This is an optimization exercise on Yosys and OpenROAD, whose aim is small area and few clock cycles per item, not a production implementation. Function was checked by simulation only, so behaviour that the tests miss may differ from the original.

// ibfu_pipe
module ibfu_pipe
#(
  parameter int W     = bfu_pkg::W_DEF,
  parameter int FRAC  = bfu_pkg::FRAC_DEF,
  parameter int SCALE = 1
) (
  input  logic         clk,
  input  logic         rst,
  input  logic         in_valid,
  output logic         in_ready,
  input  logic [W-1:0] a_r_in,
  input  logic [W-1:0] a_i_in,
  input  logic [W-1:0] b_r_in,
  input  logic [W-1:0] b_i_in,
  input  logic [W-1:0] tw_r,
  input  logic [W-1:0] tw_i,
  output logic         out_valid,
  input  logic         out_ready,
  output logic [W-1:0] a_r_out,
  output logic [W-1:0] a_i_out,
  output logic [W-1:0] b_r_out,
  output logic [W-1:0] b_i_out,
  output logic         ovf
);
Size: ~8300 cells after synthesis, about 90000 um2 of cells after synthesis.
Settings: LEC_CHECK=0, ABC_AREA=1, CAP_MARGIN=5, CORE_MARGIN=2, CORE_UTILIZATION=65, CTS_BUF_LIST=sky130_fd_sc_hd__clkbuf_16, CTS_CLUSTER_DIAMETER=100, CTS_CLUSTER_SIZE=22, PLACE_DENSITY=0.75, SLEW_MARGIN=5, SYNTH_HIERARCHICAL=1; clock period 10.0 ns.
standard.sh (not shown) runs the stock make flow with config.mk's settings and CLKGATE_MAP_FILE= SYNTH_SCRIPT=/design/flow/synth_recipe.tcl, a recipe that flattens the netlist after the stock synthesis.
==> flow/flow/run.sh <==
#!/bin/bash
# The standard layout flow, with the port buffers made from the smallest
# buffer cell (sky130_fd_sc_hd__buf_1) instead of the one buffer_ports picks.
set -e
export BUFFER_PORTS_ARGS="-buffer_cell sky130_fd_sc_hd__buf_1"
cp standard.sh standard_sh.log
bash standard.sh > standard_flow.log 2>&1
Testbench counts at the start, summed over its fixed seeds: cycles 12,016, items 12,000.
==> next run, changes <==
==> flow/flow/run.sh (replaced) <==
#!/bin/bash
# The standard layout flow, with the port buffers made from the smallest
# buffer cell (sky130_fd_sc_hd__buf_1) instead of the one buffer_ports picks,
# and ORFS's power recovery (downsizing gates off the critical paths) after
# global routing.
set -e
export BUFFER_PORTS_ARGS="-buffer_cell sky130_fd_sc_hd__buf_1"
export RECOVER_POWER=100
cp standard.sh standard_sh.log
bash standard.sh > standard_flow.log 2>&1
Settings changed: CTS_BUF_LIST sky130_fd_sc_hd__clkbuf_16 to sky130_fd_sc_hd__clkbuf_8, CTS_CLUSTER_DIAMETER 100 to unset, CTS_CLUSTER_SIZE 22 to unset.
The changed run finished with max-capacitance violations, max-slew violations left; die area stays the same; global-route usage went up by 0.25 points; utilization barely changes; first-iteration DRC count went up by a few percent; worst setup slack got worse by 0.22 ns; worst hold slack got worse by 0.024 ns.
==> next run, changes <==
==> flow/flow/run.sh (replaced) <==
#!/bin/bash
# The standard layout flow, with the port buffers made from the smallest
# buffer cell (sky130_fd_sc_hd__buf_1) instead of the one buffer_ports picks.
set -e
export BUFFER_PORTS_ARGS="-buffer_cell sky130_fd_sc_hd__buf_1"
cp standard.sh standard_sh.log
bash standard.sh > standard_flow.log 2>&1
Settings changed: CAP_MARGIN 5 to 10, CTS_CLUSTER_DIAMETER set to 100, CTS_CLUSTER_SIZE set to 15, GPL_ROUTABILITY_DRIVEN set to 0, GPL_TIMING_DRIVEN set to 0, SLEW_MARGIN 5 to 10.
Effect:
- Now the flow ran to the end with no violations
- worst hold slack gets worse by 0.041 ns
- design area grows by 1.2%
- wire length shrinks by 3.9%
- global-route usage shrinks by 1.9 points
- core utilization grows by 0.82 points

---

== try-fjord ==
ibfu_pipe again, from the RTL that the note above started with.
Settings: LEC_CHECK=0, ABC_AREA=1, CAP_MARGIN=5, CORE_MARGIN=2, CORE_UTILIZATION=70, CTS_BUF_LIST=sky130_fd_sc_hd__clkbuf_8, CTS_CLUSTER_DIAMETER=100, CTS_CLUSTER_SIZE=15, PLACE_DENSITY=0.8, SLEW_MARGIN=5, SYNTH_HIERARCHICAL=1; clock period 10.0 ns.
==> flow/flow/run.sh <==
#!/bin/bash
# The standard layout flow, with the port buffers made from the smallest
# buffer cell (sky130_fd_sc_hd__buf_1) instead of the one buffer_ports picks.
set -e
export BUFFER_PORTS_ARGS="-buffer_cell sky130_fd_sc_hd__buf_1"
cp standard.sh standard_sh.log
bash standard.sh > standard_flow.log 2>&1
try-fjord: flow complete, layout not clean; failing: capacitance limit, slew limit
Testbench counts of try-fjord, summed over its fixed seeds: cycles 12,016, items 12,000.
Changes in try-umber relative to try-fjord:
Settings: a change of CORE_UTILIZATION from 70 to 65; a change of PLACE_DENSITY from 0.8 to 0.75; an added GPL_TIMING_DRIVEN of 0.
Results
try-umber did not stop at any stage, and its layout met the timing, design-rule and antenna checks.
Routed length on met2 ends up higher on try-umber.
try-umber: synthesis-to-layout area growth higher than try-fjord
The run showing the smaller layout cell share with drive strength beyond 1 is try-fjord.
try-umber reports a lower top fanout value on the critical path than try-fjord does.
Re routed length on met3: try-umber is about 5.6% down on try-fjord.
try-umber: post-place instance area higher than try-fjord
try-fjord and try-umber ended up with nearly the same multi-input gate area in the final layout.
> inputs changed (try-umber -> try-harbor)
Settings: GPL_TIMING_DRIVEN no longer set, was 0.
## What came out
- try-harbor against try-umber: largest clock skew in the final design now larger.
- Cell count: try-harbor lower than try-umber
- [compare] base=try-umber new=try-harbor: number of antenna violations at the first check in global routing grew by 20.
- try-harbor | stages: all done | timing, DRC, antenna: all pass
Changes in try-maple relative to try-harbor:
Settings: CTS_CLUSTER_DIAMETER no longer set, was 100; CTS_CLUSTER_SIZE now 20, was 15.
## What came out
Worst setup slack after layout (try-maple over try-harbor): increase, 0.031 ns. Count of non-filler cells in the finished layout (higher): try-maple. The core of try-maple is more densely filled than that of try-harbor.

==> port drivers added, routing unchanged <==
How much do the figures lean on ideal ports? The routed layouts below were timed once more, with nothing changed but the port constraints. Step 1 (the two cells are an assumption about what drives the block):
set clk [get_ports {clk}]
set_driving_cell -lib_cell sky130_fd_sc_hd__clkbuf_16 $clk
set_driving_cell -lib_cell sky130_fd_sc_hd__buf_2 [delete_from_list [all_inputs] $clk]
Step 2 adds t to the input delays and takes it off the output delays; t is the mean of the earliest and latest rising clock arrival at the registers after step 1. Input paths then give back, and output paths get back, about the clock's delay inside the block. Three values: ideal, step 1, step 2; two values: the first two.
run	t (ns)	slack for setup (ns)	worst setup path at the end	pins driven straight from the clock port
the first run of note 1	0.712	0.758 / 0.825 / 0.114	input to register	1
the second run of note 1	0.875	0.541 / 0.598 / -0.277	input to register	1
the third run of note 1	0.833	0.603 / 0.603 / -0.003	input to register	1
try-fjord	0.800	0.997 / 1.060 / 0.260	input to register	1
try-umber	0.833	0.410 / 0.410 / 0.223	input to register	1
try-harbor	0.826	0.903 / 0.968 / 0.142	input to register	1
try-maple	0.873	0.934 / 0.996 / 0.122	input to register	1
For the second run of note 1, which loses most, drivers alone change the setup slack by +0.057 ns; drivers and shift together by -0.818 ns.
